This is an optimization exercise on Yosys and OpenROAD, whose aim is small area and a short achievable clock period, not a production implementation.
In this exercise RTL edits were held to simulation tests only and were not proved equivalent to the original.
Power figures rest on the tool's default switching activity, not on a simulated workload.

--- design/flow/config.mk ---
export PLATFORM = sky130hd
export DESIGN_NAME = data_memory_bytelane
export DESIGN_NICKNAME = data_memory_bytelane
export VERILOG_FILES = /design/flow/design.v
export SDC_FILE = /design/flow/constraint.sdc
export NUM_CORES = 4
export LEC_CHECK = 0
export CAP_MARGIN = 20
export CORE_MARGIN = 2
export CORE_UTILIZATION = 62
export CTS_BUF_LIST = sky130_fd_sc_hd__clkbuf_16
export CTS_CLUSTER_DIAMETER = 60
export CTS_CLUSTER_SIZE = 30
export SETUP_SLACK_MARGIN = 3.1
export SLEW_MARGIN = 20
export SYNTH_HIERARCHICAL = 1
--- design/flow/constraint.sdc ---
create_clock -name core_clock -period 5.5 [get_ports {clk}]
set_input_delay 1.1000 -clock core_clock [delete_from_list [all_inputs] [get_ports {clk}]]
set_output_delay 1.1000 -clock core_clock [all_outputs]
set_load 0.01 [all_outputs]
--- design/flow/design.v ---
`default_nettype none
module data_memory_bytelane #(
    parameter int XLEN        = 32,
    parameter int DEPTH_WORDS = 64,
    parameter int AW          = $clog2(DEPTH_WORDS)
) (
    input  logic            clk,
    input  logic            rst,
    input  logic            req_rd,
    input  logic            req_wr,
    input  logic [2:0]      funct3,
    input  logic [XLEN-1:0] addr,
    input  logic [XLEN-1:0] wdata,
    output logic            ready,
    output logic [XLEN-1:0] rdata,
    output logic            rvalid,
    output logic            fault
);
    localparam logic [AW-1:0] LAST_WORD = AW'(DEPTH_WORDS - 1);
    localparam int            HW        = AW / 2;           
    localparam int            NLO       = 1 << HW;
    localparam int            NHI       = 1 << (AW - HW);
    logic          r_ready;
    logic          r_clr;
    logic [AW-1:0] r_clr_cnt;
    logic          w_clr;
    logic          r_run;
    always_ff @(posedge clk or posedge rst) begin
        if (rst) begin
            r_ready   <= 1'b0;
            r_clr     <= 1'b1;
            r_clr_cnt <= '0;
        end else if (r_clr) begin
            r_clr_cnt <= r_clr_cnt + 1'b1;
            if (r_clr_cnt == LAST_WORD) begin
                r_ready <= 1'b1;
                r_clr   <= 1'b0;
            end
        end
    end
    assign ready = r_ready;
    assign w_clr = r_clr;
    assign r_run = !r_clr;
    logic r_par;
    always_ff @(posedge clk or posedge rst) begin
        if (rst) r_par <= 1'b0;
        else     r_par <= !r_par;
    end
    logic            w_accept;
    logic            w_bad;
    logic            w_fault;
    logic            w_load_ok;
    logic            w_store_ok;
    logic [1:0]      w_lane;
    logic [AW-1:0]   w_idx;
    logic [3:0]      w_be;
    logic [3:0]      w_lanes;      
    logic [XLEN-1:0] w_wdata_rep;
    assign w_lane   = addr[1:0];
    assign w_idx    = addr[AW+1:2];
    assign w_accept = r_run && (req_rd || req_wr);
    always_comb begin
        w_bad = 1'b0;
        if (req_rd && req_wr) w_bad = 1'b1;
        if (req_rd && (funct3 == 3'b011 || funct3 == 3'b110 || funct3 == 3'b111)) w_bad = 1'b1;
        if (req_wr && (funct3[2] || funct3[1:0] == 2'b11)) w_bad = 1'b1;
        if (funct3[1:0] == 2'b01 && addr[0]) w_bad = 1'b1;
        if (funct3[1:0] == 2'b10 && addr[1:0] != 2'b00) w_bad = 1'b1;
        if (|addr[XLEN-1:AW+2]) w_bad = 1'b1;
    end
    assign w_fault    = w_accept && w_bad;
    assign w_load_ok  = w_accept && !w_bad && req_rd;
    assign w_store_ok = w_accept && !w_bad && req_wr;
    always_comb begin
        w_lanes     = 4'b0000;
        w_wdata_rep = wdata;
        case (funct3[1:0])
            2'b00: begin
                w_lanes[w_lane] = 1'b1;
                w_wdata_rep     = {4{wdata[7:0]}};
            end
            2'b01: begin
                w_lanes     = w_lane[1] ? 4'b1100 : 4'b0011;
                w_wdata_rep = {2{wdata[15:0]}};
            end
            default: begin
                w_lanes     = 4'b1111;
                w_wdata_rep = wdata;
            end
        endcase
        if (w_clr) w_lanes = 4'b1111;
        w_be = w_store_ok ? w_lanes : 4'b0000;
        if (w_clr) w_be = 4'b1111;
    end
    logic [3:0] w_b0;
    logic       w_b1l1;
    logic       w_b1l3;
    logic       w_b23;
    logic [3:0] w_sg1;    
    logic [3:0] w_sg23;   
    always_comb begin
        w_b0   = 4'b0000;
        w_b1l1 = 1'b0;
        w_b1l3 = 1'b0;
        w_b23  = 1'b0;
        w_sg1  = 4'b0000;
        w_sg23 = 4'b0000;
        case (funct3[1:0])
            2'b00: begin
                w_b0[w_lane] = 1'b1;
                if (!funct3[2]) begin
                    w_sg1[w_lane]  = 1'b1;
                    w_sg23[w_lane] = 1'b1;
                end
            end
            2'b01: begin
                w_b0[{w_lane[1], 1'b0}] = 1'b1;
                w_b1l1 = !w_lane[1];
                w_b1l3 = w_lane[1];
                if (!funct3[2]) w_sg23[{w_lane[1], 1'b1}] = 1'b1;
            end
            default: begin
                w_b0[0] = 1'b1;
                w_b1l1  = 1'b1;
                w_b23   = 1'b1;
            end
        endcase
        if (!w_load_ok) begin
            w_b0   = 4'b0000;
            w_b1l1 = 1'b0;
            w_b1l3 = 1'b0;
            w_b23  = 1'b0;
            w_sg1  = 4'b0000;
            w_sg23 = 4'b0000;
        end
    end
    logic                   r_a_load;
    logic                   r_a_fault;
    logic [DEPTH_WORDS-1:0] r_a_row_n;    
    logic [3:0]             r_a_be_n;     
    logic [NLO-1:0]         r_b_lo;       
    logic [NHI-1:0]         r_b_hi;
    logic [XLEN-1:0]        r_a_col;
    logic [3:0]             r_a_b0;
    logic                   r_a_b1l1;
    logic                   r_a_b1l3;
    logic                   r_a_b23;
    logic [3:0]             r_a_sg1;
    logic [3:0]             r_a_sg23;
    logic [NLO-1:0]         w_pre_lo;
    logic [NHI-1:0]         w_pre_hi;
    logic [DEPTH_WORDS-1:0] w_row_n_d;
    dm_dec3 u_dec_lo (.a(w_idx[HW-1:0]),  .y(w_pre_lo));
    dm_dec3 u_dec_hi (.a(w_idx[AW-1:HW]), .y(w_pre_hi));
    for (genvar i = 0; i < DEPTH_WORDS; i++) begin : g_dec
        dm_a21oi u_row (.a1(w_pre_hi[i / NLO]), .a2(w_pre_lo[i % NLO]), .b1(w_clr),
                        .y(w_row_n_d[i]));
    end
    always_ff @(posedge clk or posedge rst) begin
        if (rst) begin
            r_a_load  <= 1'b0;
            r_a_fault <= 1'b0;
        end else begin
            r_a_load  <= w_load_ok;
            r_a_fault <= w_fault;
        end
    end
    always_ff @(posedge clk) begin
        r_a_row_n <= w_row_n_d;
        for (int i = 0; i < NLO; i++) begin
            r_b_lo[i] <= w_clr || w_pre_lo[i];
        end
        for (int i = 0; i < NHI; i++) begin
            r_b_hi[i] <= w_clr || (w_store_ok && w_pre_hi[i]);
        end
        r_a_be_n <= ~w_be;
        for (int b = 0; b < XLEN; b++) begin
            r_a_col[b] <= w_lanes[b/8] ? ((!w_clr && w_wdata_rep[b]) ^ !r_par) : 1'b1;
        end
        r_a_b0   <= w_b0;
        r_a_b1l1 <= w_b1l1;
        r_a_b1l3 <= w_b1l3;
        r_a_b23  <= w_b23;
        r_a_sg1  <= w_sg1;
        r_a_sg23 <= w_sg23;
    end
    logic [DEPTH_WORDS-1:0][XLEN-1:0] mem;
    for (genvar i = 0; i < DEPTH_WORDS; i++) begin : g_word
        logic [3:0] w_sel;
        logic       w_nsel;
        assign w_sel  = ~({4{r_a_row_n[i]}} | r_a_be_n);
        assign w_nsel = !(r_b_hi[i / NLO] && r_b_lo[i % NLO]);
        for (genvar b = 0; b < XLEN; b++) begin : g_bit
            always_ff @(posedge clk) begin
                mem[i][b] <= !((mem[i][b] | w_sel[b/8]) & (w_nsel | r_a_col[b]));
            end
        end
    end
    logic [XLEN-1:0] w_raw;
    logic [XLEN-1:0] w_word;
    for (genvar b = 0; b < XLEN; b++) begin : g_rd
        logic [DEPTH_WORDS/2-1:0] w_l1;
        for (genvar p = 0; p < DEPTH_WORDS / 2; p++) begin : g_pair
            dm_rd_pair u_pair (
                .m0 (mem[2*p][b]),   .rn0(r_a_row_n[2*p]),
                .m1 (mem[2*p+1][b]), .rn1(r_a_row_n[2*p+1]),
                .y  (w_l1[p])
            );
        end
        dm_or32_n u_or (.a(w_l1), .y(w_raw[b]));
        dm_xor2 u_par (.a(w_raw[b]), .b(r_par), .y(w_word[b]));
    end
    logic            w_hold;
    logic [XLEN-1:0] w_d;
    logic [3:1]      w_fa;
    logic [3:1]      w_fb;
    assign w_hold = !(r_a_load || r_a_fault);
    dm_a22oi u_f1a (.a1(r_a_sg1[0]),  .a2(w_word[7]),  .b1(r_a_sg1[1]),  .b2(w_word[15]), .y(w_fa[1]));
    dm_a22oi u_f1b (.a1(r_a_sg1[2]),  .a2(w_word[23]), .b1(r_a_sg1[3]),  .b2(w_word[31]), .y(w_fb[1]));
    dm_a22oi u_f2a (.a1(r_a_sg23[0]), .a2(w_word[7]),  .b1(r_a_sg23[1]), .b2(w_word[15]), .y(w_fa[2]));
    dm_a22oi u_f2b (.a1(r_a_sg23[2]), .a2(w_word[23]), .b1(r_a_sg23[3]), .b2(w_word[31]), .y(w_fb[2]));
    dm_a22oi u_f3a (.a1(r_a_sg23[0]), .a2(w_word[7]),  .b1(r_a_sg23[1]), .b2(w_word[15]), .y(w_fa[3]));
    dm_a22oi u_f3b (.a1(r_a_sg23[2]), .a2(w_word[23]), .b1(r_a_sg23[3]), .b2(w_word[31]), .y(w_fb[3]));
    for (genvar k = 0; k < 8; k++) begin : g_ext
        logic w_x0, w_z0, w_x1, w_x2, w_x3;
        dm_a222oi u_x0 (.a1(w_hold), .a2(rdata[k]),
                        .b1(r_a_b0[0]), .b2(w_word[k]),
                        .c1(r_a_b0[1]), .c2(w_word[8+k]), .y(w_x0));
        dm_a22oi  u_z0 (.a1(r_a_b0[2]), .a2(w_word[16+k]),
                        .b1(r_a_b0[3]), .b2(w_word[24+k]), .y(w_z0));
        dm_nand2  u_d0 (.a(w_x0), .b(w_z0), .y(w_d[k]));
        dm_a222oi u_x1 (.a1(w_hold), .a2(rdata[8+k]),
                        .b1(r_a_b1l1), .b2(w_word[8+k]),
                        .c1(r_a_b1l3), .c2(w_word[24+k]), .y(w_x1));
        dm_nand3  u_d1 (.a(w_x1), .b(w_fa[1]), .c(w_fb[1]), .y(w_d[8+k]));
        dm_a22oi  u_x2 (.a1(w_hold), .a2(rdata[16+k]),
                        .b1(r_a_b23), .b2(w_word[16+k]), .y(w_x2));
        dm_nand3  u_d2 (.a(w_x2), .b(w_fa[2]), .c(w_fb[2]), .y(w_d[16+k]));
        dm_a22oi  u_x3 (.a1(w_hold), .a2(rdata[24+k]),
                        .b1(r_a_b23), .b2(w_word[24+k]), .y(w_x3));
        dm_nand3  u_d3 (.a(w_x3), .b(w_fa[3]), .c(w_fb[3]), .y(w_d[24+k]));
    end
    always_ff @(posedge clk or posedge rst) begin
        if (rst) begin
            rdata  <= '0;
            rvalid <= 1'b0;
            fault  <= 1'b0;
        end else begin
            rvalid <= r_a_load;
            fault  <= r_a_fault;
            rdata  <= w_d;
        end
    end
endmodule
`default_nettype wire
`default_nettype none
module dm_rd_pair (
    input  logic m0,
    input  logic rn0,
    input  logic m1,
    input  logic rn1,
    output logic y
);
    assign y = !((m0 | rn0) & (m1 | rn1));
endmodule
module dm_nor2 (
    input  logic a,
    input  logic b,
    output logic y
);
    assign y = !(a | b);
endmodule
module dm_nand2 (
    input  logic a,
    input  logic b,
    output logic y
);
    assign y = !(a & b);
endmodule
module dm_nand3 (
    input  logic a,
    input  logic b,
    input  logic c,
    output logic y
);
    assign y = !(a & b & c);
endmodule
module dm_inv (
    input  logic a,
    output logic y
);
    assign y = !a;
endmodule
module dm_nor3 (
    input  logic a,
    input  logic b,
    input  logic c,
    output logic y
);
    assign y = !(a | b | c);
endmodule
module dm_a21oi (
    input  logic a1,
    input  logic a2,
    input  logic b1,
    output logic y
);
    assign y = !((a1 & a2) | b1);
endmodule
module dm_dec3 (
    input  logic [2:0] a,
    output logic [7:0] y
);
    logic [2:0] a_n;
    for (genvar j = 0; j < 3; j++) begin : g_inv
        dm_inv u (.a(a[j]), .y(a_n[j]));
    end
    for (genvar k = 0; k < 8; k++) begin : g_dec
        dm_nor3 u (.a(k[0] ? a_n[0] : a[0]),
                   .b(k[1] ? a_n[1] : a[1]),
                   .c(k[2] ? a_n[2] : a[2]),
                   .y(y[k]));
    end
endmodule
module dm_xor2 (
    input  logic a,
    input  logic b,
    output logic y
);
    assign y = a ^ b;
endmodule
module dm_a22oi (
    input  logic a1,
    input  logic a2,
    input  logic b1,
    input  logic b2,
    output logic y
);
    assign y = !((a1 & a2) | (b1 & b2));
endmodule
module dm_a222oi (
    input  logic a1,
    input  logic a2,
    input  logic b1,
    input  logic b2,
    input  logic c1,
    input  logic c2,
    output logic y
);
    assign y = !((a1 & a2) | (b1 & b2) | (c1 & c2));
endmodule
module dm_or32_n (
    input  logic [31:0] a,
    output logic        y
);
    logic [15:0] l1;
    logic [7:0]  l2;
    logic [3:0]  l3;
    logic [1:0]  l4;
    for (genvar i = 0; i < 16; i++) begin : g_l1
        dm_nor2 u (.a(a[2*i]), .b(a[2*i+1]), .y(l1[i]));
    end
    for (genvar i = 0; i < 8; i++) begin : g_l2
        dm_nand2 u (.a(l1[2*i]), .b(l1[2*i+1]), .y(l2[i]));
    end
    for (genvar i = 0; i < 4; i++) begin : g_l3
        dm_nor2 u (.a(l2[2*i]), .b(l2[2*i+1]), .y(l3[i]));
    end
    for (genvar i = 0; i < 2; i++) begin : g_l4
        dm_nand2 u (.a(l3[2*i]), .b(l3[2*i+1]), .y(l4[i]));
    end
    dm_nor2 u_l5 (.a(l4[0]), .b(l4[1]), .y(y));
endmodule
`default_nettype wire
--- design/flow/flow/run.sh ---
#!/bin/bash
# Layout flow: the standard flow, with one extra step after placement
# that moves each output port's buffer next to the flip-flop driving it,
# so the flip-flop sees a short wire and the strong port buffer drives the
# long wire to the pin. Every tool's output goes to a log file here.
set -euo pipefail
cd "$(dirname "$0")/.."
bash standard.sh place > std_place.log 2>&1
R=orfs/results/${FLOW_PLATFORM}/data_memory_bytelane/base
export MOVE_DB_IN=$R/3_place.odb
export MOVE_DB_OUT=$R/3_place_moved.odb
OPENROAD=$(command -v openroad || echo ${FLOW_HOME}/../tools/install/OpenROAD/bin/openroad)
"$OPENROAD" -no_init -exit flow/move_out_bufs.tcl > move_out_bufs.log 2>&1
cp $R/3_place_moved.odb $R/3_place.odb
touch $R/3_place.odb
bash standard.sh finish > std_finish.log 2>&1
--- design/flow/flow/move_out_bufs.tcl ---
# Move each output port buffer next to the register that drives it, then
# legalize the placement.
read_db $::env(MOVE_DB_IN)
set block [ord::get_db_block]
set moved 0
foreach bt [$block getBTerms] {
  if {[$bt getIoType] ne "OUTPUT"} continue
  set net [$bt getNet]
  set buf ""
  foreach it [$net getITerms] {
    if {[$it isOutputSignal]} { set buf [$it getInst] }
  }
  if {$buf eq ""} continue
  set src ""
  foreach it [$buf getITerms] {
    if {[$it isInputSignal]} {
      set inet [$it getNet]
      foreach it2 [$inet getITerms] {
        if {[$it2 isOutputSignal]} { set src [$it2 getInst] }
      }
    }
  }
  if {$src eq ""} continue
  set loc [$src getLocation]
  $buf setLocation [lindex $loc 0] [lindex $loc 1]
  $buf setPlacementStatus PLACED
  puts "moved [$buf getName] next to [$src getName] at $loc"
  incr moved
}
puts "moved $moved buffers"
detailed_placement
check_placement -verbose
write_db $::env(MOVE_DB_OUT)
--- design/flow/standard.sh ---
#!/bin/bash
# synth_recipe.tcl (not shown) runs the flow's synth.tcl, then flattens the netlist and writes it again
# the make line also repeats each setting of config.mk as NAME=value (left out here)
make -C /OpenROAD-flow-scripts/flow DESIGN_CONFIG=/design/flow/config.mk WORK_HOME=/design/flow/orfs CLKGATE_MAP_FILE= SYNTH_SCRIPT=/design/flow/synth_recipe.tcl "${@:-finish}"
==> results.py, run 1 <==
metrics = {
    "detailed_routing": {
        "drtPass1Iterations": 8,
        "wire_per_inst_um": 28.0,
        "avgViaCountPerCell": 7.22,
        "ant_nets": 0,
        "drt-total-wl_um": 257000,
        "first_iter_violations": 9195,
        "vias": 66300,
        "drc": 0,
    },
    "clocking": {
        "clkLatencyLatePin_ns": 0.78,
        "cts_hold_buf": 0,
        "cts.sinks": 2224,
        "cts-htree-levels": 4,
        "path_clk_slew_ns": 0.08,
        "cts_tree": "done",
        "ctsRootBufferMaster": "clkbuf_16",
        "cts-buffers-inserted": 144,
        "clock_path_buffers": 3,
    },
    "placement": {
        "dp_hpwl_um": 157000,
        "place_area_sq_um": 76200,
        "place.gp.congestion": 0.959,
        "io_buffers": 105,
    },
    "pwr": {
        "power-per-cell-area_nw_per_um2": 339,
        "total_leakage_power_nw": 31.2,
        "peakVddDrop_mv": 0.359,
    },
    "timing": {
        "hold_viol": 0,
        "max_freq_mhz": 410,
        "setup_viol": 0,
        "hold_ws_ns": 0.434,
        "maxSlewHeadroom_pct": 21.3,
        "setup_tns_ns": 0,
        "period_share_pct": 44.3,
        "skew_ns": 0.0357,
        "fin_crit_ns": 2.44,
        "rsz0062_at_grt": "true",
        "max_slew.worst_pin.slew_ns": 1.18,
        "finalMaxSlewViolations": 0,
    },
    "synthesis": {
        "yosysUniqueCellTypes": 50,
        "synth_fp_nets": 7574,
        "synth_compound_area_share_pct": 28.5,
        "synth_edf_count": 0,
        "yosys-mux-area-fraction_pct": 0.232,
        "syn_avg_cell_area_sq_um": 9.85,
        "syn_area_sq_um": 73900,
        "synth_top_family_by_area": "compound AO/OA/AOI/OAI gates",
        "synth-adder-area-share_pct": 0.0169,
        "synth_simple_gate_area_share_pct": 7.62,
        "yosysWarnings": 7,
        "ys.flop_type": "dfxtp_1",
        "postSynth.asyncResetShare_pct": 2.02,
        "ys_ff_latch": 2224,
        "synthCells": 7502,
        "ys_seq_area_share_pct": 60.5,
        "synth_xor_area_share_pct": 0.450,
    },
    "floorplanning": {
        "ios": 106,
        "initial_utilization_pct": 62.5,
        "core_sq_um": 118000,
        "die_width_um": 349,
        "fp.dieH_um": 349,
        "dieArea_sq_um": 122000,
        "rows": 126,
    },
    "cells_and_area": {
        "num-fill-cells": 9034,
        "final_cell_mix": "3,079 x o22ai_1, 2,092 x dfxtp_1, 846 x nor2_1, 357 x nand2_1, 184 x buf_4",
        "nets": 7613,
        "layout_commonest_cell": "o22ai_1",
        "synthToLayoutAreaGrowth_pct": 13.0,
        "drive_gt1_share_pct": 11.6,
        "utilization_pct": 70.7,
        "layout.cell_area.non_filler_sq_um": 83500,
    },
    "global_routing": {
        "grt_usage_pct": 39.7,
        "grt_pass1_wl_um": 375000,
        "grt_pass1_vias": 60200,
        "grt.overflow.total": 0,
        "grt_antenna_before_repair": 3,
        "grt_max_degree": 76,
    },
    "hold_path": {
        "min_path_type": "register to register",
    },
    "critical_path": {
        "path_class": "register to primary output",
        "worstPathRequired_ns": 4.40,
        "cp-end-kind": "primary output",
        "critPathBufInv": 1,
        "cpPeakStageDelay_ns": 0.42,
        "crit_arrival_ns": 1.34,
        "start_kind": "register",
        "cp_top_family": "flip-flops",
        "slowest_stage": "dfrtp_1",
        "cp_max_fo": 2,
        "path_cells": "buf_6",
    },
    "flow_run": {
        "maxCapViolCount": 0,
    },
    "status": {
        "outcome": "no timing/DRC/antenna violations",
    },
}
==> cells by family after synthesis <==
kind of cell	count (synthesis)
buf+inv	508
fa+ha+maj	1
xor+xnor	38
mux	17
simple gates	1430
compound gates	3284
flops	2224
==> Yosys stat by module, one instance, submodules excluded, excerpt <==
module,cells,flip-flops and latches
data_memory_bytelane,5290,2224
dm_a22oi,1,0
dm_a222oi,1,0
dm_nor3,1,0
dm_a21oi,1,0
dm_xor2,1,0
dm_rd_pair,1,0
dm_nand3,1,0
dm_inv,1,0
dm_nand2,1,0
dm_nor2,1,0
==> area by class of cell <==
| class | instances | area, sq um | share of cell area [%] |
|---|---|---|---|
| multi-input cells | 4770 | 27800 | 33.2 |
| inverters | 24 | 92.6 | 0.111 |
| diodes | 1 | 2.50 | 0.00300 |
| flip-flops and latches | 2224 | 45100 | 54.0 |
| well taps | 1536 | 1920 | 2.30 |
| repair buffers | 377 | 3960 | 4.74 |
| clock inverters | 105 | 1060 | 1.27 |
| clock buffers | 146 | 3650 | 4.37 |
==> final timing paths <==
check | startpoint | endpoint | slack (ns) | depth (start not counted)
worst max-delay path | rdata[23] | rdata[23] | 3.06 | 1
worst min-delay path | mem[603] | mem[603] | 0.43 | 1
worst max register to register | r_b_lo[5] | mem[1203] | 3.06 | 3
worst min register to register | mem[603] | mem[603] | 0.43 | 1
max in group asynchronous | rst | r_par | 3.89 | 3
min in group asynchronous | rst | fault | 0.73 | 2
==> repair_timing <==
item,CTS,global route
buffers inserted,42,97
endpoints found under the setup margin,147,98
pin swaps,7,29
gates resized for setup,447,177
hold endpoints to repair,0,0
cloned,0,11
==> report_power, final <==
part | internal [W] | total (W) | switching, W
clock | 0.00560 | 0.0114 | 0.00576
sequential | 0.0161 | 0.0167 | 0.000571
combinational | 0.000126 | 0.000308 | 0.000183
total | 0.0218 | 0.0283 | 0.00651
==> synth_stat cells, types with 4 or more instances <==
master	count	area [sq um]
a221o_1	8	80.1
nand3_1	26	130
mux2i_1	16	160
dfrtp_1	44	1100
xor2_1	34	298
or2_2	9	56.3
a22o_1	8	70.1
nor3_1	18	90.1
o21a_1	9	67.6
a21oi_2	64	561
a21o_1	9	67.6
dfxtp_1	2179	43600
o221ai_1	8	70.1
buf_1	29	109
a21oi_1	6	30.0
o21ai_0	16	80.1
o22ai_1	3080	19300
nor4_1	6	37.5
nand2_1	399	1500
a22oi_2	30	375
clkbuf_1	433	1630
a222oi_1	16	160
a22oi_1	24	180
xnor2_1	4	35.0
buf_2	16	80.1
nor3_2	18	180
nor2_1	939	3520
inv_1	22	82.6
==> flip-flops by register name, indices dropped and copies added, names as in the netlist, 4 cells and up <==
| name | flops |
|---|---|
| r_a_sg23 | 4 |
| r_a_sg1 | 4 |
| r_a_b0 | 4 |
| r_a_col | 32 |
| r_a_row_n | 64 |
| rdata | 32 |
| r_clr_cnt | 6 |
| mem | 2048 |
| r_b_lo | 8 |
| r_b_hi | 8 |
| r_a_be_n | 4 |
==> layer usage <==
layer	routed length [um]	GRT usage, %
met1	105000	58.1
met4	11900	17.1
met3	33800	10.6
met2	106000	54.9
met5	35	0.0785
==> per-stage QoR <==
stage	instances	power [W]	setup slack [ns]
2_1_floorplan	7502	0.0169	3.18
3_3_place_gp	8774	0.0173	1.68
3_5_place_dp	8780	0.0173	1.73
4_1_cts	9073	0.0283	3.04
5_1_grt	9182	0.0290	2.96
6_report	9183	0.0283	3.06
==> run 2, diff against run 1 <==
--- a/design/flow/config.mk
+++ b/design/flow/config.mk
@@ -9,8 +9,8 @@
 export CORE_MARGIN = 2
 export CORE_UTILIZATION = 62
 export CTS_BUF_LIST = sky130_fd_sc_hd__clkbuf_16
-export CTS_CLUSTER_DIAMETER = 60
-export CTS_CLUSTER_SIZE = 30
+export CTS_CLUSTER_DIAMETER = 80
+export CTS_CLUSTER_SIZE = 26
 export SETUP_SLACK_MARGIN = 3.1
 export SLEW_MARGIN = 20
 export SYNTH_HIERARCHICAL = 1
==> run 2 against run 1 <==
Compared with the run above: still clean on timing, DRC and antenna; first-iteration DRC count is 0.87% lower; utilization shrank 2.0 points; flip-flop and latch count is the same; clock power decreased by 28%; via count down 1.0%; critical path depth is 9 higher; die area unchanged; cell area shrank 2.8%; clock skew down 0.0069 ns; area after synthesis unchanged; maximum frequency is 0.96% lower; global-route usage decreased by 0.41 points; critical endpoint is now rdata[6].
==> results.py, run 2 <==
metrics = {
    "critical_path": {
        "path_class": "register to register",
        "cpPeakStageDelay_ns": 0.44,
        "regToRegSetupSlack_ns": 3.04,
        "crit_path_frequent_cell": "nand2_1",
        "timing.rr.end": "rdata[6]",
        "crit_start": "r_a_row_n[53]",
        "path_cells": "buf_4, o22ai_1, nor2_1, nand2_1, nor2_2, nand2_1, nor2_1, xor2_1, a22oi_2, nand2_1",
        "reg2regPathDepth": 10,
        "start_kind": "register",
        "worstPathRequired_ns": 6.15,
        "critPathBufInv": 1,
        "cp_top_family": "simple AND/OR/NAND/NOR gates",
        "cp_max_fo": 10,
        "crit_arrival_ns": 3.12,
        "cp-endpoint": "rdata[6]",
        "cp-end-kind": "register",
        "cp.depth": 10,
        "slowest_stage": "dfxtp_4",
        "r2r_start": "r_a_row_n[53]",
    },
    "cells_and_area": {
        "synthToLayoutAreaGrowth_pct": 9.82,
        "largest_register": "mem",
        "utilization_pct": 68.7,
        "nets": 7565,
        "layout_commonest_cell": "o22ai_1",
        "reg_top3": "mem x2048, r_a_row_n x64",
        "layout.cell_area.non_filler_sq_um": 81200,
        "drive_gt1_share_pct": 10.2,
        "final_cell_mix": "3,079 x o22ai_1, 2,097 x dfxtp_1, 853 x nor2_1, 357 x nand2_1, 191 x buf_4",
        "largest_register_ffs": 2048,
        "diodes": 0,
    },
    "clocking": {
        "cts_hold_buf": 0,
        "cts.sinks": 2224,
        "cts_tree": "done",
        "clkLatencyLatePin_ns": 0.73,
        "cts-htree-levels": 3,
        "clock_path_buffers": 3,
        "ctsRootBufferMaster": "clkbuf_16",
        "path_clk_slew_ns": 0.10,
        "cts-buffers-inserted": 96,
    },
    "detailed_routing": {
        "wire_per_inst_um": 28.1,
        "drt-total-wl_um": 254000,
        "vias": 65600,
        "avgViaCountPerCell": 7.25,
        "ant_nets": 0,
        "first_iter_violations": 9115,
        "drtPass1Iterations": 8,
        "drc": 0,
    },
    "pwr": {
        "power_frac_seq_pct": 66.2,
        "internal_power_w": 0.0195,
        "switching_power_w": 0.00570,
        "p_comb_share_pct": 1.2,
        "total_leakage_power_nw": 30.1,
        "swShare_pct": 22.7,
        "peakVddDrop_mv": 0.304,
        "power-per-cell-area_nw_per_um2": 310,
        "clkPwrFrac_pct": 32.6,
    },
    "placement": {
        "place_area_sq_um": 76200,
        "io_buffers": 105,
        "dp_hpwl_um": 157000,
        "place.gp.congestion": 0.959,
        "preCtsSetupSlack_ns": 1.73,
    },
    "synthesis": {
        "postSynth.asyncResetShare_pct": 2.02,
        "yosysWarnings": 7,
        "syn_area_sq_um": 73900,
        "synthCells": 7502,
        "ys.flop_type": "dfxtp_1",
        "yosysUniqueCellTypes": 50,
        "ys_ff_latch": 2224,
        "synth_edf_count": 0,
        "ys_top_cells_by_count": "3,080 x o22ai_1, 2,179 x dfxtp_1, 939 x nor2_1",
        "synth_top_cell_area_share_pct": 59.0,
        "synth_fp_nets": 7574,
        "ys_seq_area_share_pct": 60.5,
        "synth_area_leaders": "dfxtp_1 59%, o22ai_1 26%, nor2_1 4.8%, clkbuf_1 2.2%, nand2_1 2.0%",
        "post-synth-top-count-cell": "o22ai_1",
        "yosys.area.top_type": "dfxtp_1",
        "syn_avg_cell_area_sq_um": 9.85,
    },
    "floorplanning": {
        "dieArea_sq_um": 122000,
        "ios": 106,
        "die_width_um": 349,
        "rows": 126,
        "core_sq_um": 118000,
        "initial_utilization_pct": 62.5,
        "fp.dieH_um": 349,
    },
    "timing": {
        "fin_crit_ns": 2.46,
        "skew_ns": 0.0288,
        "rsz0062_at_grt": "true",
        "max_slew.worst_pin.slew_ns": 1.19,
        "fin_ws_ns": 3.04,
        "hold_viol": 0,
        "maxSlewHeadroom_pct": 20.8,
        "period_share_pct": 44.7,
        "setup_tns_ns": 0,
        "hold_ws_ns": 0.437,
        "max_freq_mhz": 406,
        "setup_viol": 0,
        "finalMaxSlewViolations": 0,
    },
    "global_routing": {
        "grt_usage_pct": 39.3,
        "grt_antenna_before_repair": 2,
        "grt_pass1_vias": 59400,
        "grt.overflow.total": 0,
        "grt_pass1_wl_um": 372000,
        "grt_max_degree": 76,
    },
    "hold_path": {
        "min_path_type": "register to register",
    },
    "flow_run": {
        "maxCapViolCount": 0,
    },
    "status": {
        "outcome": "no timing/DRC/antenna violations",
    },
}
-- run 2: cell counts after synthesis --
Identical to the previous run, type by type.
-- run 2: worst register-to-register path, stage by stage (launching register included) --
cell and delay [ns]:
dfxtp_4 0.44, buf_4 0.20, o22ai_1 0.13, nor2_1 0.22, nand2_1 0.17, nor2_2 0.27, nand2_1 0.20, nor2_1 0.22
xor2_1 0.32, a22oi_2 0.14, nand2_1 0.09
-- run 2: how the worst min path moves through the flow --
stage	startpoint	end	slack [ns]	cells after the start
4_1_cts	mem[1837]	mem[1837]	0.44	1
3_3_place_gp	mem[280]	mem[280]	0.42	1
2_1_floorplan	r_a_fault	fault	0.35	0
3_5_place_dp	mem[1335]	mem[1335]	0.43	1
5_1_grt	mem[1081]	mem[1081]	0.45	1
6_report	mem[603]	mem[603]	0.44	1
-- run 2: kinds of logic (layout without fill, tap and decap cells) --
family / after synthesis / count (layout) / synth area share (%)
compound gates: 3284 / 3284 / 28.5
xor+xnor: 38 / 38 / 0.450
fa+ha+maj: 1 / 1 / 0.0169
buf+inv: 508 / 523 / 2.65
flops: 2224 / 2224 / 60.5
mux: 17 / 17 / 0.232
simple gates: 1430 / 1430 / 7.62
-- run 2: stage by stage --
step | power (W) | instances
5_1_grt | 0.0257 | 9053
3_3_place_gp | 0.0173 | 8774
4_1_cts | 0.0251 | 8949
3_5_place_dp | 0.0173 | 8780
2_1_floorplan | 0.0169 | 7502
6_report | 0.0252 | 9053
-- run 2: final cells by class --
type | instances | area [sq um]
flip-flops and latches | 2224 | 45100
repair buffers | 377 | 3780
clock buffers | 97 | 2430
inverters | 24 | 92.6
fillers | 9333 | 37100
clock inverters | 25 | 161
well taps | 1536 | 1920
multi-input cells | 4770 | 27800
-- run 2: routing by layer --
layer / global-route usage, % / up-vias / share of wire [%]
li1: - / 29000 / -
met1: 58.6 / 32100 / 42
met2: 54.5 / 3935 / 41
met3: 9.18 / 554 / 12
met4: 16.1 / 4 / 4.6
met5: 0 / - / 0.0091
-- run 2: power by group through the flow --
stage                     combinational (W)  sequential (W)  clock [W]
after floorplan                    0.000389          0.0165          0
after global placement             0.000261          0.0170          0
after detailed placement           0.000262          0.0170          0
after CTS                          0.000272          0.0166    0.00822
after global routing               0.000323          0.0167    0.00874
final                              0.000308          0.0167    0.00820
-- run 2: Yosys stat by module, one instance, submodules excluded, a selection --
| module | copies in the design | flops+latches |
|---|---|---|
| dm_a222oi | 16 | 0 |
| dm_nand2 | 328 | 0 |
| dm_nor2 | 672 | 0 |
| dm_inv | 6 | 0 |
| dm_nand3 | 24 | 0 |
| dm_a22oi | 30 | 0 |
| dm_rd_pair | 1024 | 0 |
| dm_a21oi | 64 | 0 |
| data_memory_bytelane | 1 | 2224 |
| dm_nor3 | 16 | 0 |
| dm_xor2 | 32 | 0 |
-- run 2: repair_timing --
| item | 4_1_cts | 5_1_grt |
|---|---|---|
| setup buffers | 47 | 99 |
| pin swaps | 8 | 23 |
| endpoints found under the setup margin | 153 | 106 |
| gates resized for setup | 434 | 153 |
| cloned | 0 | 5 |
==> run 3, diff against run 2 <==
--- a/design/flow/config.mk
+++ b/design/flow/config.mk
@@ -7,7 +7,7 @@
 export LEC_CHECK = 0
 export CAP_MARGIN = 20
 export CORE_MARGIN = 2
-export CORE_UTILIZATION = 62
+export CORE_UTILIZATION = 70
 export CTS_BUF_LIST = sky130_fd_sc_hd__clkbuf_16
 export CTS_CLUSTER_DIAMETER = 80
 export CTS_CLUSTER_SIZE = 26
==> run 3 against run 2 <==
Compared with the run above: global-route usage rose by 4.8 points; first-iteration DRC count rose by 12%; register-to-register slack got worse by 0.09 ns; sequential power barely moved; count of clock-buffer cells in the layout did not move; die area fell by 11%; synthesized cell count did not move; combinational power rose by 16%; setup slack got worse by 0.088 ns.
==> results.py, run 3 <==
metrics = {
    "status": {
        "outcome": "no timing/DRC/antenna violations",
    },
    "hold_path": {
        "min_path_type": "register to register",
    },
    "global_routing": {
        "grt_pass1_vias": 60500,
        "grt_max_degree": 65,
        "grt.overflow.total": 0,
        "grt_pass1_wl_um": 369000,
        "grt_usage_pct": 44.1,
        "grt_antenna_before_repair": 8,
    },
    "synthesis": {
        "yosysUniqueCellTypes": 50,
        "ys_ff_latch": 2224,
        "ys_top_cells_by_count": "3,080 x o22ai_1, 2,179 x dfxtp_1, 939 x nor2_1",
        "ys_seq_area_share_pct": 60.5,
        "synth_edf_count": 0,
        "synth_area_leaders": "dfxtp_1 59%, o22ai_1 26%, nor2_1 4.8%, clkbuf_1 2.2%, nand2_1 2.0%",
        "synthCells": 7502,
        "syn_avg_cell_area_sq_um": 9.85,
        "postSynth.asyncResetShare_pct": 2.02,
        "yosys.area.top_type": "dfxtp_1",
        "post-synth-top-count-cell": "o22ai_1",
        "synth_fp_nets": 7574,
        "yosysWarnings": 7,
        "ys.flop_type": "dfxtp_1",
        "syn_area_sq_um": 73900,
        "synth_top_cell_area_share_pct": 59.0,
    },
    "timing": {
        "hold_viol": 0,
        "finalMaxSlewViolations": 0,
        "max_slew.worst_pin.slew_ns": 1.24,
        "max_freq_mhz": 392,
        "setup_viol": 0,
        "maxSlewHeadroom_pct": 17.1,
        "skew_ns": 0.0295,
        "setup_tns_ns": 0,
        "fin_crit_ns": 2.55,
        "rsz0062_at_grt": "true",
        "period_share_pct": 46.3,
    },
    "critical_path": {
        "cp_top_family": "flip-flops",
        "slowest_stage": "dfxtp_1",
        "crit_arrival_ns": 3.21,
        "path_class": "register to register",
        "critPathBufInv": 1,
        "cp-end-kind": "register",
        "cp_max_fo": 18,
        "path_cells": "nand2_1, buf_8, o22ai_1",
        "cpPeakStageDelay_ns": 1.09,
        "start_kind": "register",
        "worstPathRequired_ns": 6.16,
    },
    "placement": {
        "io_buffers": 105,
        "place.gp.congestion": 0.960,
        "dp_hpwl_um": 156000,
    },
    "cells_and_area": {
        "utilization_pct": 77.5,
        "synthToLayoutAreaGrowth_pct": 10.0,
        "largest_register": "mem",
        "drive_gt1_share_pct": 10.2,
        "largest_register_ffs": 2048,
        "nets": 7541,
        "reg_top3": "mem x2048, r_a_row_n x64",
        "final_cell_mix": "3,080 x o22ai_1, 2,089 x dfxtp_1, 858 x nor2_1, 340 x nand2_1, 147 x buf_4",
        "layout_commonest_cell": "o22ai_1",
    },
    "pwr": {
        "power_frac_seq_pct": 66.3,
        "power-per-cell-area_nw_per_um2": 309,
        "p_comb_share_pct": 1.4,
        "swShare_pct": 22.6,
        "total_leakage_power_nw": 30.2,
        "clkPwrFrac_pct": 32.3,
        "switching_power_w": 0.00567,
        "peakVddDrop_mv": 0.325,
        "internal_power_w": 0.0194,
    },
    "clocking": {
        "clock_path_buffers": 3,
        "cts-buffers-inserted": 95,
        "cts-htree-levels": 3,
        "cts_hold_buf": 0,
        "clkLatencyLatePin_ns": 0.76,
        "path_clk_slew_ns": 0.10,
        "cts_tree": "done",
        "cts.sinks": 2224,
        "ctsRootBufferMaster": "clkbuf_16",
    },
    "flow_run": {
        "maxCapViolCount": 0,
    },
    "floorplanning": {
        "die_width_um": 329,
        "initial_utilization_pct": 70.4,
        "core_sq_um": 105000,
        "fp.dieH_um": 329,
        "dieArea_sq_um": 108000,
        "rows": 119,
        "ios": 106,
    },
    "detailed_routing": {
        "vias": 67400,
        "drt-total-wl_um": 257000,
        "wire_per_inst_um": 28.9,
        "avgViaCountPerCell": 7.59,
        "first_iter_violations": 10200,
        "drc": 0,
        "ant_nets": 0,
        "drtPass1Iterations": 9,
    },
}
## run 3: metal layers
| layer | vias to the layer above | wire [um] | global-route usage, % |
|---|---|---|---|
| met2 | 5247 | 108000 | 61.7 |
| met3 | 775 | 39100 | 12.4 |
| met5 | - | 86 | 0 |
| li1 | 29000 | - | - |
| met4 | 12 | 13400 | 22.0 |
| met1 | 32300 | 96600 | 62.5 |
## run 3: logic make-up after synthesis
| group | synth area share, % |
|---|---|
| fa+ha+maj | 0.0169 |
| buf+inv | 2.65 |
| compound gates | 28.5 |
| flops | 60.5 |
| xor+xnor | 0.450 |
| mux | 0.232 |
| simple gates | 7.62 |
## run 3: area by class of cell
cell class              instances  area [sq um]
diodes                          3          7.51
well taps                    1391          1740
fillers                      7078         23600
multi-input cells            4770         27900
inverters                      24          91.3
clock inverters                21           108
flip-flops and latches       2224         45100
repair buffers                354          3950
clock buffers                  97          2430
## run 3: worst reg2reg max path, delay by kind of cell (launching register included)
family / cells / cell delay, ns
compound gates: 1 / 0.18
simple gates: 1 / 0.80
buf+inv: 1 / 0.41
flops: 1 / 1.09
## run 3: Yosys stat by module (local to each module, per instance), excerpt
module	area, sq um	flops+latches
data_memory_bytelane	62100	2224
dm_a21oi	8.76	0
dm_a222oi	10.0	0
dm_a22oi	12.5	0
dm_inv	3.75	0
dm_nand2	3.75	0
dm_nand3	5.00	0
dm_nor2	3.75	0
dm_nor3	10.0	0
dm_rd_pair	6.26	0
dm_xor2	8.76	0
## run 3: path summary, 6_finish.rpt
path	from	endpoint	cells past startpoint	slack [ns]
worst min-delay path	mem[2021]	mem[2021]	1	0.44
min in group asynchronous	rst	rvalid	3	0.88
worst min register to register	mem[2021]	mem[2021]	1	0.44
worst max register to register	r_b_lo[4]	mem[1682]	3	2.95
worst max-delay path	r_b_lo[4]	mem[1682]	3	2.95
max in group asynchronous	rst	r_par	3	3.96
## run 3: power by group through the flow
stage	Sequential (W)	Combinational [W]	Clock, W
2_1_floorplan	0.0165	0.000389	0
3_3_place_gp	0.0170	0.000297	0
3_5_place_dp	0.0170	0.000301	0
4_1_cts	0.0166	0.000316	0.00803
5_1_grt	0.0166	0.000369	0.00864
6_report	0.0166	0.000358	0.00811
## run 3: what timing repair did
action | in CTS | in global routing
gates cloned | 1 | 16
buffers inserted | 58 | 67
endpoints found under the setup margin | 177 | 95
pin swaps | 10 | 28
gates resized for setup | 454 | 158
## run 3: stage by stage
step | power, W | std cells | hold slack [ns] | area [sq um] | worst slack [ns]
after global routing | 0.0256 | 8882 | 0.446 | 81300 | 3.04
after detailed placement | 0.0173 | 8620 | 0.428 | 75900 | 1.72
after floorplan | 0.0169 | 7502 | 0.354 | 73900 | 3.18
after global placement | 0.0173 | 8616 | 0.417 | 75800 | 1.74
final | 0.0251 | 8884 | 0.439 | 81300 | 2.95
after CTS | 0.0249 | 8797 | 0.441 | 79700 | 3.07
==> run 4, diff against run 3 <==
--- a/design/flow/config.mk
+++ b/design/flow/config.mk
@@ -7,10 +7,11 @@
 export LEC_CHECK = 0
 export CAP_MARGIN = 20
 export CORE_MARGIN = 2
-export CORE_UTILIZATION = 70
+export CORE_UTILIZATION = 62
 export CTS_BUF_LIST = sky130_fd_sc_hd__clkbuf_16
-export CTS_CLUSTER_DIAMETER = 80
-export CTS_CLUSTER_SIZE = 26
+export CTS_CLUSTER_DIAMETER = 90
+export CTS_CLUSTER_SIZE = 30
+export GPL_ROUTABILITY_DRIVEN = 0
 export SETUP_SLACK_MARGIN = 3.1
 export SLEW_MARGIN = 20
 export SYNTH_HIERARCHICAL = 1
==> run 4 against run 3 <==
Compared with the run above: register-to-register slack gained 0.05 ns; sequential power hardly changed; non-clock buffer count increased by 5; utilization fell by 9.2 points; combinational power fell by 15%; cell count increased by 1.5%; global-route usage fell by 4.5 points; highest routed layer unchanged.
==> results.py, run 4 <==
metrics = {
    "critical_path": {
        "critPathBufInv": 1,
        "path_cells": "buf_4, o22ai_1, nor2_1, nand2_1, nor2_2, nand2_1, nor2_1, xor2_1, a222oi_1, nand3_1",
        "crit_arrival_ns": 3.12,
        "cp_max_fo": 4,
        "slowest_stage": "dfxtp_4",
        "cp-end-kind": "register",
        "r2r_start": "r_a_row_n[5]",
        "crit_start": "r_a_row_n[5]",
        "path_class": "register to register",
        "regToRegSetupSlack_ns": 3.00,
        "cpPeakStageDelay_ns": 0.41,
        "reg2regPathDepth": 10,
        "cp_top_family": "simple AND/OR/NAND/NOR gates",
        "start_kind": "register",
        "worstPathRequired_ns": 6.12,
        "timing.rr.end": "rdata[9]",
    },
    "flow_run": {
        "maxCapViolCount": 0,
    },
    "status": {
        "outcome": "no timing/DRC/antenna violations",
    },
    "synthesis": {
        "yosysWarnings": 7,
        "syn_avg_cell_area_sq_um": 9.85,
        "ys.flop_type": "dfxtp_1",
        "ys_seq_area_share_pct": 60.5,
        "synthCells": 7502,
        "synth_top_cell_area_share_pct": 59.0,
        "syn_area_sq_um": 73900,
        "post-synth-top-count-cell": "o22ai_1",
        "ys_top_cells_by_count": "3,080 x o22ai_1, 2,179 x dfxtp_1, 939 x nor2_1",
        "ys_ff_latch": 2224,
        "postSynth.asyncResetShare_pct": 2.02,
        "yosys.area.top_type": "dfxtp_1",
        "synth_edf_count": 0,
        "yosysUniqueCellTypes": 50,
        "synth_area_leaders": "dfxtp_1 59%, o22ai_1 26%, nor2_1 4.8%, clkbuf_1 2.2%, nand2_1 2.0%",
        "synth_fp_nets": 7574,
    },
    "detailed_routing": {
        "vias": 65700,
        "first_iter_violations": 8979,
        "ant_nets": 0,
        "wire_per_inst_um": 28.3,
        "avgViaCountPerCell": 7.29,
        "drtPass1Iterations": 10,
        "drc": 0,
        "drt-total-wl_um": 255000,
    },
    "cells_and_area": {
        "multi_input_area_sq_um": 27700,
        "reg_top3": "mem x2048, r_a_row_n x64",
        "final_cell_mix": "3,080 x o22ai_1, 2,095 x dfxtp_1, 857 x nor2_1, 362 x nand2_1, 170 x buf_4",
        "largest_register": "mem",
        "largest_register_ffs": 2048,
        "layout_commonest_cell": "o22ai_1",
        "synthToLayoutAreaGrowth_pct": 9.27,
        "num-fill-cells": 9253,
        "drive_gt1_share_pct": 9.64,
        "nets": 7535,
        "ff_latch_area_sq_um": 45100,
    },
    "placement": {
        "dp_hpwl_um": 160000,
        "io_buffers": 105,
    },
    "timing": {
        "hold_viol": 0,
        "max_freq_mhz": 400,
        "fin_crit_ns": 2.50,
        "setup_viol": 0,
        "skew_ns": 0.0429,
        "hold_ws_ns": 0.438,
        "finalMaxSlewViolations": 0,
        "rsz0062_at_grt": "true",
        "max_slew.worst_pin.slew_ns": 1.19,
        "period_share_pct": 45.4,
        "setup_tns_ns": 0,
        "maxSlewHeadroom_pct": 20.4,
    },
    "clocking": {
        "clock_path_buffers": 3,
        "cts-buffers-inserted": 84,
        "ctsRootBufferMaster": "clkbuf_16",
        "cts.sinks": 2224,
        "cts-htree-levels": 3,
        "cts_hold_buf": 0,
        "clkLatencyLatePin_ns": 0.74,
        "cts_tree": "done",
        "path_clk_slew_ns": 0.12,
    },
    "global_routing": {
        "grt_antenna_before_repair": 2,
        "grt_pass1_wl_um": 374000,
        "grt_usage_pct": 39.6,
        "grt.overflow.total": 0,
        "grt_pass1_vias": 59600,
        "grt_max_degree": 76,
    },
    "floorplanning": {
        "initial_utilization_pct": 62.5,
        "ios": 106,
        "core_sq_um": 118000,
        "fp.dieH_um": 349,
        "die_width_um": 349,
        "rows": 126,
        "dieArea_sq_um": 122000,
    },
    "pwr": {
        "total_leakage_power_nw": 29.9,
        "peakVddDrop_mv": 0.286,
        "total_power_w": 0.0248,
        "power-per-cell-area_nw_per_um2": 306,
    },
    "hold_path": {
        "min_to": "mem[1086]",
        "min_path_type": "register to register",
        "hold_path_depth": 1,
        "min_from": "mem[1086]",
    },
}
==> run 4: cell counts after synthesis <==
Identical to the previous run, type by type.
==> run 4: worst max-delay path by stage <==
stage / slack, ns / to / cells after the start
after floorplan: 3.18 / rdata[10] / 3
after global placement: 2.02 / r_a_col[6] / 5
after detailed placement: 1.92 / r_a_col[2] / 5
after CTS: 3.07 / mem[608] / 2
after global routing: 2.97 / rdata[13] / 10
final: 3.00 / rdata[9] / 10
==> run 4: repair_timing <==
action                                  CTS  global route
pin swaps                                10            16
endpoints found under the setup margin  253           122
cloned                                    0             6
setup buffers                            58            62
resized for setup                       447           123
==> run 4: layer usage <==
layer,track usage (%),routed length [um],vias up
li1,-,-,29000
met1,59.3,107000,32100
met2,55.2,106000,4135
met3,8.95,32500,479
met4,15.4,10400,2
met5,0,11,-
==> run 4: kinds of logic after synthesis <==
group,Yosys count,synth area share (%)
flops,2224,60.5
compound gates,3284,28.5
fa+ha+maj,1,0.0169
mux,17,0.232
simple gates,1430,7.62
buf+inv,508,2.65
xor+xnor,38,0.450
==> run 4: stage by stage <==
step / setup slack [ns] / area (sq um) / utilization [%] / instances
6_report: 3.00 / 80800 / 68.3 / 9017
3_3_place_gp: 2.02 / 76100 / 64.4 / 8781
3_5_place_dp: 1.92 / 76200 / 64.5 / 8787
2_1_floorplan: 3.18 / 73900 / - / 7502
4_1_cts: 3.07 / 79600 / 67.3 / 8947
5_1_grt: 2.97 / 80800 / 68.3 / 9015
==> run 4: final cells by class <==
cell class                      instances  share of cell area, %
Antenna cell                            2                0.00620
Inverter                               24                  0.116
Timing Repair Buffer                  359                   4.54
Sequential cell                      2224                   55.8
Multi-Input combinational cell       4770                   34.4
Tap cell                             1536                   2.38
Clock buffer                           87                   2.70
Clock inverter                         15                  0.125
==> run 4: worst reg2reg max path, stage by stage (launching register included) <==
cell and delay [ns]:
dfxtp_4 0.41, buf_4 0.13, o22ai_1 0.07, nor2_1 0.27
nand2_1 0.20, nor2_2 0.24, nand2_1 0.21, nor2_1 0.17
xor2_1 0.15, a222oi_1 0.40, nand3_1 0.13
==> run 4: power breakdown <==
group | internal, W | leakage [nW] | switching [W] | total [W]
clock | 0.00291 | 1.16 | 0.00486 | 0.00777
sequential | 0.0161 | 19.0 | 0.000578 | 0.0167
combinational | 0.000124 | 9.74 | 0.000179 | 0.000303
total | 0.0191 | 29.9 | 0.00561 | 0.0248
==> run 4: per-module statistics from Yosys (local to each module, per instance), a selection <==
module	cells inside	flip-flops and latches	cell area [sq um]	copies in the design
dm_xor2	1	0	8.76	32
dm_nor2	1	0	3.75	672
data_memory_bytelane	5290	2224	62100	1
dm_a21oi	1	0	8.76	64
dm_nand3	1	0	5.00	24
dm_nand2	1	0	3.75	328
dm_a222oi	1	0	10.0	16
dm_rd_pair	1	0	6.26	1024
dm_a22oi	1	0	12.5	30
dm_nor3	1	0	10.0	16
dm_inv	1	0	3.75	6
==> run 5, diff against run 4 <==
--- a/design/flow/config.mk
+++ b/design/flow/config.mk
@@ -11,7 +11,6 @@
 export CTS_BUF_LIST = sky130_fd_sc_hd__clkbuf_16
 export CTS_CLUSTER_DIAMETER = 90
 export CTS_CLUSTER_SIZE = 30
-export GPL_ROUTABILITY_DRIVEN = 0
 export SETUP_SLACK_MARGIN = 3.1
 export SLEW_MARGIN = 20
 export SYNTH_HIERARCHICAL = 1
==> run 5 against run 4 <==
Compared with the run above: still clean on timing, DRC and antenna; worst hold slack improved by 0.00061 ns; area after synthesis unchanged; maximum frequency increased by 2.4%; via count decreased by 0.37%; clock skew decreased by 0.0068 ns; synthesized cell count unchanged; register-to-register slack improved by 0.06 ns; critical path type unchanged; critical endpoint is now rdata[14].
==> results.py, run 5 <==
metrics = {
    "status": {
        "outcome": "no timing/DRC/antenna violations",
    },
    "critical_path": {
        "r2r_start": "r_a_row_n[55]",
        "reg2regPathDepth": 10,
        "regToRegSetupSlack_ns": 3.06,
        "path_class": "register to register",
        "crit_arrival_ns": 3.04,
        "path_cells": "buf_6, o22ai_1, nor2_1, nand2_1, nor2_2, nand2_1, nor2_1, xor2_1, a222oi_1, nand3_1",
        "slowest_stage": "a222oi_1",
        "cpPeakStageDelay_ns": 0.41,
        "crit_start": "r_a_row_n[55]",
        "cp-end-kind": "register",
        "cp-endpoint": "rdata[14]",
        "cp_max_fo": 20,
        "worstPathRequired_ns": 6.10,
        "timing.rr.end": "rdata[14]",
        "start_kind": "register",
    },
    "cells_and_area": {
        "largest_register": "mem",
        "largest_register_ffs": 2048,
        "diodes": 0,
        "synthToLayoutAreaGrowth_pct": 9.51,
        "nets": 7553,
        "reg_top3": "mem x2048, r_a_row_n x64",
        "drive_gt1_share_pct": 9.96,
        "layout_commonest_cell": "o22ai_1",
        "final_cell_mix": "3,079 x o22ai_1, 2,093 x dfxtp_1, 855 x nor2_1, 362 x nand2_1, 187 x buf_4",
        "layout.cell_area.non_filler_sq_um": 81000,
    },
    "pwr": {
        "internal_power_w": 0.0192,
        "swShare_pct": 22.7,
        "total_leakage_power_nw": 30.0,
        "switching_power_w": 0.00562,
        "p_comb_share_pct": 1.2,
        "clkPwrFrac_pct": 31.5,
        "peakVddDrop_mv": 0.332,
        "total_power_w": 0.0248,
        "power_frac_seq_pct": 67.3,
        "power-per-cell-area_nw_per_um2": 306,
    },
    "synthesis": {
        "ys_top_cells_by_count": "3,080 x o22ai_1, 2,179 x dfxtp_1, 939 x nor2_1",
        "synth_simple_gate_area_share_pct": 7.62,
        "synth_fp_nets": 7574,
        "postSynth.asyncResetShare_pct": 2.02,
        "yosys-mux-area-fraction_pct": 0.232,
        "ys_seq_area_share_pct": 60.5,
        "syn_avg_cell_area_sq_um": 9.85,
        "synthCells": 7502,
        "yosys.area.top_type": "dfxtp_1",
        "synth_top_cell_area_share_pct": 59.0,
        "synth_xor_area_share_pct": 0.450,
        "yosysWarnings": 7,
        "yosysUniqueCellTypes": 50,
        "synth_edf_count": 0,
        "ys_ff_latch": 2224,
        "synth-adder-area-share_pct": 0.0169,
        "synth_top_family_by_area": "compound AO/OA/AOI/OAI gates",
        "ys.flop_type": "dfxtp_1",
        "synth_area_leaders": "dfxtp_1 59%, o22ai_1 26%, nor2_1 4.8%, clkbuf_1 2.2%, nand2_1 2.0%",
        "syn_area_sq_um": 73900,
        "synth_compound_area_share_pct": 28.5,
        "post-synth-top-count-cell": "o22ai_1",
    },
    "placement": {
        "preCtsSetupSlack_ns": 1.73,
        "place_area_sq_um": 76200,
        "io_buffers": 105,
        "place.gp.congestion": 0.959,
        "dp_hpwl_um": 157000,
    },
    "timing": {
        "max_slew.worst_pin.slew_ns": 1.16,
        "fin_crit_ns": 2.44,
        "skew_ns": 0.0361,
        "maxSlewHeadroom_pct": 22.6,
        "max_freq_mhz": 410,
        "rsz0062_at_grt": "true",
        "setup_viol": 0,
        "setup_tns_ns": 0,
        "hold_ws_ns": 0.439,
        "hold_viol": 0,
        "finalMaxSlewViolations": 0,
        "fin_ws_ns": 3.06,
        "period_share_pct": 44.3,
    },
    "floorplanning": {
        "die_width_um": 349,
        "core_sq_um": 118000,
        "rows": 126,
        "fp.dieH_um": 349,
        "initial_utilization_pct": 62.5,
        "dieArea_sq_um": 122000,
        "ios": 106,
    },
    "detailed_routing": {
        "vias": 65500,
        "first_iter_violations": 9080,
        "drt-total-wl_um": 254000,
        "ant_nets": 0,
        "avgViaCountPerCell": 7.25,
        "drtPass1Iterations": 9,
        "wire_per_inst_um": 28.1,
        "drc": 0,
    },
    "global_routing": {
        "grt.overflow.total": 0,
        "grt_pass1_vias": 59300,
        "grt_usage_pct": 39.3,
        "grt_max_degree": 76,
        "grt_pass1_wl_um": 372000,
        "grt_antenna_before_repair": 3,
    },
    "clocking": {
        "clock_path_buffers": 3,
        "path_clk_slew_ns": 0.12,
        "cts_tree": "done",
        "cts-htree-levels": 3,
        "cts.sinks": 2224,
        "cts-buffers-inserted": 84,
        "clkLatencyLatePin_ns": 0.74,
        "ctsRootBufferMaster": "clkbuf_16",
    },
    "hold_path": {
        "min_path_type": "register to register",
    },
    "flow_run": {
        "maxCapViolCount": 0,
    },
}
[run 5: cell counts after synthesis]
Identical to the previous run, type by type.
[run 5: worst min-delay path by stage]
stage / start / to / slack, ns / depth (start not counted)
after global placement: mem[280] / mem[280] / 0.42 / 1
after global routing: mem[1081] / mem[1081] / 0.45 / 1
final: mem[1072] / mem[1072] / 0.44 / 1
after detailed placement: mem[1335] / mem[1335] / 0.43 / 1
after floorplan: r_a_fault / fault / 0.35 / 0
after CTS: mem[1140] / mem[1140] / 0.44 / 1
[run 5: critical path: cells and delay by family, from the launching register on]
family,cells,cell delay (ns)
simple gates,6,1.04
xor+xnor,1,0.15
buf+inv,1,0.22
flops,1,0.36
compound gates,2,0.52
[run 5: cell type report]
class / count / area [sq um]
Sequential cell: 2224 / 45100
Fill cell: 9383 / 37300
Multi-Input combinational cell: 4770 / 27700
Timing Repair Buffer: 377 / 3850
Clock buffer: 89 / 2230
Tap cell: 1536 / 1920
Inverter: 24 / 92.6
Clock inverter: 13 / 70.1
[run 5: stage by stage]
stage                     util, %  instances
after floorplan                 -       7502
after global placement       64.3       8774
after detailed placement     64.4       8780
after CTS                    67.2       8934
after global routing         68.5       9033
final                        68.5       9033
[run 5: cell families (layout without fill, tap and decap cells)]
kind of cell	Yosys count	after routing
buffers and inverters	508	503
DFF	2224	2224
and+or+nand+nor	1430	1430
adders and majority gates	1	1
AOI/OAI and AO/OA	3284	3284
xor gates and xnor gates	38	38
muxes	17	17
[run 5: power groups by stage]
stage	logic, W	clock network [W]	registers, W
finish	0.000309	0.00781	0.0167
global route	0.000323	0.00836	0.0167
CTS	0.000274	0.00782	0.0166
detailed placement	0.000262	0	0.0170
global placement	0.000261	0	0.0170
floorplan	0.000389	0	0.0165
[run 5: per-module statistics from Yosys (local to each module, per instance), excerpt]
| module | cells inside | copies in the design |
|---|---|---|
| dm_nand3 | 1 | 24 |
| data_memory_bytelane | 5290 | 1 |
| dm_xor2 | 1 | 32 |
| dm_nand2 | 1 | 328 |
| dm_a22oi | 1 | 30 |
| dm_a21oi | 1 | 64 |
| dm_rd_pair | 1 | 1024 |
| dm_inv | 1 | 6 |
| dm_a222oi | 1 | 16 |
| dm_nor3 | 1 | 16 |
[run 5: repair_timing]
| item | 4_1_cts | 5_1_grt |
|---|---|---|
| hold buffers | 0 | 0 |
| resized for setup | 425 | 156 |
| pin swaps | 8 | 26 |
| endpoints found under the setup margin | 151 | 113 |
| setup buffers | 52 | 90 |
| gates cloned | 0 | 9 |
[run 5: layer usage]
layer | vias to the layer above | global-route usage, % | routed length, um
met3 | 544 | 9.78 | 32800
met4 | 4 | 16.3 | 11500
met2 | 4046 | 54.6 | 104000
met1 | 31900 | 58.1 | 105000
li1 | 29000 | - | -
met5 | - | 0 | 23
==> run 6, diff against run 5 <==
--- a/design/flow/config.mk
+++ b/design/flow/config.mk
@@ -5,12 +5,12 @@
 export SDC_FILE = /design/flow/constraint.sdc
 export NUM_CORES = 4
 export LEC_CHECK = 0
-export CAP_MARGIN = 20
+export CAP_MARGIN = 5
 export CORE_MARGIN = 2
 export CORE_UTILIZATION = 62
 export CTS_BUF_LIST = sky130_fd_sc_hd__clkbuf_16
 export CTS_CLUSTER_DIAMETER = 90
 export CTS_CLUSTER_SIZE = 30
 export SETUP_SLACK_MARGIN = 3.1
-export SLEW_MARGIN = 20
+export SLEW_MARGIN = 5
 export SYNTH_HIERARCHICAL = 1
==> run 6 against run 5 <==
Compared with the run above: flip-flop and latch count unchanged; total power shrank 0.24%; synthesized cell count unchanged; still clean; critical endpoint is now mem[1237]; worst hold slack better by 0.00092 ns; largest power group unchanged; non-clock buffer count is 6 higher; first-iteration DRC count rose by 1.2%; count of clock-buffer cells in the layout decreased by 2; via count is 0.46% higher; setup slack got worse by 0.22 ns; clock skew rose by 0.0060 ns; sequential power is essentially flat; die area stayed put.
==> results.py, run 6 <==
metrics = {
    "clocking": {
        "cts-buffers-inserted": 84,
        "clock_path_buffers": 3,
        "cts_hold_buf": 0,
        "ctsRootBufferMaster": "clkbuf_16",
        "cts.sinks": 2224,
        "cts-htree-levels": 3,
        "cts_tree": "done",
        "clkLatencyLatePin_ns": 0.74,
        "path_clk_slew_ns": 0.12,
    },
    "detailed_routing": {
        "vias": 65800,
        "wire_per_inst_um": 28.5,
        "first_iter_violations": 9193,
        "drtPass1Iterations": 9,
        "ant_nets": 0,
        "drt-total-wl_um": 257000,
        "drc": 0,
        "avgViaCountPerCell": 7.28,
    },
    "cells_and_area": {
        "utilization_pct": 68.6,
        "nets": 7559,
        "largest_register_ffs": 2048,
        "drive_gt1_share_pct": 10.3,
        "num-fill-cells": 9229,
        "reg_top3": "mem x2048, r_a_row_n x64",
        "largest_register": "mem",
        "layout_commonest_cell": "o22ai_1",
        "layout.cell_area.non_filler_sq_um": 81100,
        "synthToLayoutAreaGrowth_pct": 9.77,
        "final_cell_mix": "3,079 x o22ai_1, 2,087 x dfxtp_1, 851 x nor2_1, 356 x nand2_1, 187 x buf_4",
    },
    "timing": {
        "max_freq_mhz": 376,
        "period_share_pct": 48.3,
        "fin_crit_ns": 2.66,
        "maxSlewHeadroom_pct": 20.9,
        "setup_tns_ns": 0,
        "hold_viol": 0,
        "max_slew.worst_pin.slew_ns": 1.18,
        "skew_ns": 0.0420,
        "setup_viol": 0,
        "finalMaxSlewViolations": 0,
        "rsz0062_at_grt": "true",
    },
    "synthesis": {
        "post-synth-top-count-cell": "o22ai_1",
        "synthCells": 7502,
        "syn_area_sq_um": 73900,
        "ys_ff_latch": 2224,
        "yosys.area.top_type": "dfxtp_1",
        "postSynth.asyncResetShare_pct": 2.02,
        "ys_top_cells_by_count": "3,080 x o22ai_1, 2,179 x dfxtp_1, 939 x nor2_1",
        "synth_area_leaders": "dfxtp_1 59%, o22ai_1 26%, nor2_1 4.8%, clkbuf_1 2.2%, nand2_1 2.0%",
        "synth_edf_count": 0,
        "synth_fp_nets": 7574,
        "yosysWarnings": 7,
        "ys_seq_area_share_pct": 60.5,
        "syn_avg_cell_area_sq_um": 9.85,
        "yosysUniqueCellTypes": 50,
        "synth_top_cell_area_share_pct": 59.0,
        "ys.flop_type": "dfxtp_1",
    },
    "global_routing": {
        "grt_pass1_wl_um": 372000,
        "grt_usage_pct": 39.3,
        "grt_antenna_before_repair": 2,
        "grt.overflow.total": 0,
        "grt_pass1_vias": 59600,
        "grt_max_degree": 76,
    },
    "critical_path": {
        "start_kind": "register",
        "path_class": "register to register",
        "reg2regPathDepth": 2,
        "crit_arrival_ns": 3.28,
        "regToRegSetupSlack_ns": 2.84,
        "cp-end-kind": "register",
        "worstPathRequired_ns": 6.12,
        "r2r_start": "r_b_lo[6]",
        "timing.rr.end": "mem[1237]",
        "cp_max_fo": 32,
    },
    "floorplanning": {
        "core_sq_um": 118000,
        "fp.dieH_um": 349,
        "initial_utilization_pct": 62.5,
        "die_width_um": 349,
        "dieArea_sq_um": 122000,
        "ios": 106,
        "rows": 126,
    },
    "pwr": {
        "peakVddDrop_mv": 0.320,
        "power-per-cell-area_nw_per_um2": 305,
        "total_power_w": 0.0247,
        "total_leakage_power_nw": 30.0,
    },
    "hold_path": {
        "min_from": "mem[1448]",
        "min_path_type": "register to register",
        "hold_path_depth": 1,
        "min_to": "mem[1448]",
    },
    "flow_run": {
        "maxCapViolCount": 0,
    },
    "status": {
        "outcome": "no timing/DRC/antenna violations",
    },
    "placement": {
        "io_buffers": 105,
        "place_area_sq_um": 76100,
        "dp_hpwl_um": 157000,
        "place.gp.congestion": 0.959,
    },
}
[run 6: cell count changes in the layout (fill, tap and decap cells not counted), sizes merged]
cell and delta:
buf -1, clkinv +1, inv -2, diode +1, clkbuf +5
[run 6: logic make-up (layout without fill, tap and decap cells)]
group	count (synthesis)	after routing	synth area share, %
AND/OR/NAND/NOR	1430	1430	7.62
other	0	1	0
buffers and inverters	508	506	2.65
flip-flops	2224	2224	60.5
AO/OA/AOI/OAI	3284	3284	28.5
XOR/XNOR	38	38	0.450
adder cells (fa/ha/maj)	1	1	0.0169
multiplexers	17	17	0.232
[run 6: cell type report]
type                            instances  area [sq um]  area share, %
Tap cell                             1536          1920           2.37
Antenna cell                            1          2.50        0.00308
Clock inverter                         12          78.8         0.0971
Inverter                               24          92.6          0.114
Sequential cell                      2224         45100           55.6
Clock buffer                           87          2180           2.68
Multi-Input combinational cell       4770         27800           34.2
Timing Repair Buffer                  383          4000           4.93
[run 6: critical path, stage by stage, from the launching register on]
cell	delay, ns
dfxtp_1	1.07
nand2_1	1.01
o22ai_1	0.46
[run 6: timing repair]
action | CTS | global route
endpoints found under the setup margin | 199 | 786
pin swaps | 8 | 27
setup buffers | 51 | 97
resized for setup | 424 | 217
cloned | 0 | 15
[run 6: through the flow]
stage / setup slack (ns) / hold WS (ns) / instances
2_1_floorplan: 3.18 / 0.354 / 7502
3_3_place_gp: 1.68 / 0.417 / 8774
3_5_place_dp: 1.69 / 0.428 / 8774
4_1_cts: 3.00 / 0.441 / 8924
5_1_grt: 2.84 / 0.449 / 9036
6_report: 2.84 / 0.440 / 9037
[run 6: worst max path at each step]
| stage | startpoint | endpoint | slack [ns] | depth (start not counted) |
|---|---|---|---|---|
| 2_1_floorplan | r_a_fault | rdata[10] | 3.18 | 3 |
| 6_report | r_b_lo[6] | mem[1237] | 2.84 | 2 |
| 3_3_place_gp | funct3[1] | r_a_col[17] | 1.68 | 4 |
| 3_5_place_dp | funct3[1] | r_a_col[18] | 1.69 | 4 |
| 4_1_cts | addr[6] | r_a_row_n[31] | 3.00 | 4 |
| 5_1_grt | r_b_lo[6] | mem[1219] | 2.84 | 2 |
[run 6: report_power, final]
part	total, W	switching [W]	internal, W
Combinational	0.000315	0.000186	0.000129
Clock	0.00774	0.00486	0.00289
Sequential	0.0167	0.000573	0.0161
Total	0.0247	0.00562	0.0191
[run 6: layer usage]
metal	part of all wire (%)	vias up	track usage, %
met1	41	32100	58.1
met2	41	4184	54.2
met5	0.0097	-	0
met3	13	541	10.0
met4	4.4	4	16.8
li1	-	29000	-
[run 6: modules after synthesis, one instance, submodules excluded, a selection]
| module | flops+latches | times used |
|---|---|---|
| data_memory_bytelane | 2224 | 1 |
| dm_rd_pair | 0 | 1024 |
| dm_nand3 | 0 | 24 |
| dm_nor3 | 0 | 16 |
| dm_inv | 0 | 6 |
| dm_xor2 | 0 | 32 |
| dm_nand2 | 0 | 328 |
| dm_nor2 | 0 | 672 |
| dm_a22oi | 0 | 30 |
| dm_a222oi | 0 | 16 |

## re-timing with driven ports
The results above use ideal ports. As a check the final layouts listed here were re-extracted and re-timed, cells and wires unchanged. Step 1 (the two cells are an assumption about what drives the block):
set clk [get_ports {clk}]
set_driving_cell -lib_cell sky130_fd_sc_hd__clkbuf_16 $clk
set_driving_cell -lib_cell sky130_fd_sc_hd__buf_2 [delete_from_list [all_inputs] $clk]
Step 2, shift: input delay + t, output delay - t, t = (earliest + latest rising clock arrival at the registers) / 2. This alone moves slack from input paths to output paths. Slacks: ideal ports / drivers / drivers and shift; pairs: ideal ports / drivers.
run	shift t [ns]	setup slack, ns	slew at the worst register clock pin (ns)	pins driven straight from the clock port
run 1	0.843	3.063 / 2.983 / 2.270	0.10 / 0.10	1
run 2	0.797	3.039 / 3.004 / 2.322	0.11 / 0.11	1
run 3	0.819	2.952 / 2.952 / 2.299	0.11 / 0.11	1
run 4	0.794	3.003 / 2.983 / 2.327	0.12 / 0.12	1
run 5	0.799	3.062 / 2.986 / 2.331	0.12 / 0.12	1
run 6	0.801	2.843 / 2.843 / 2.236	0.12 / 0.12	1
After both steps setup and hold are still met in every run listed. The setup slack of run 1, which loses most, moves by -0.080 ns with the drivers and by -0.793 ns with both steps.
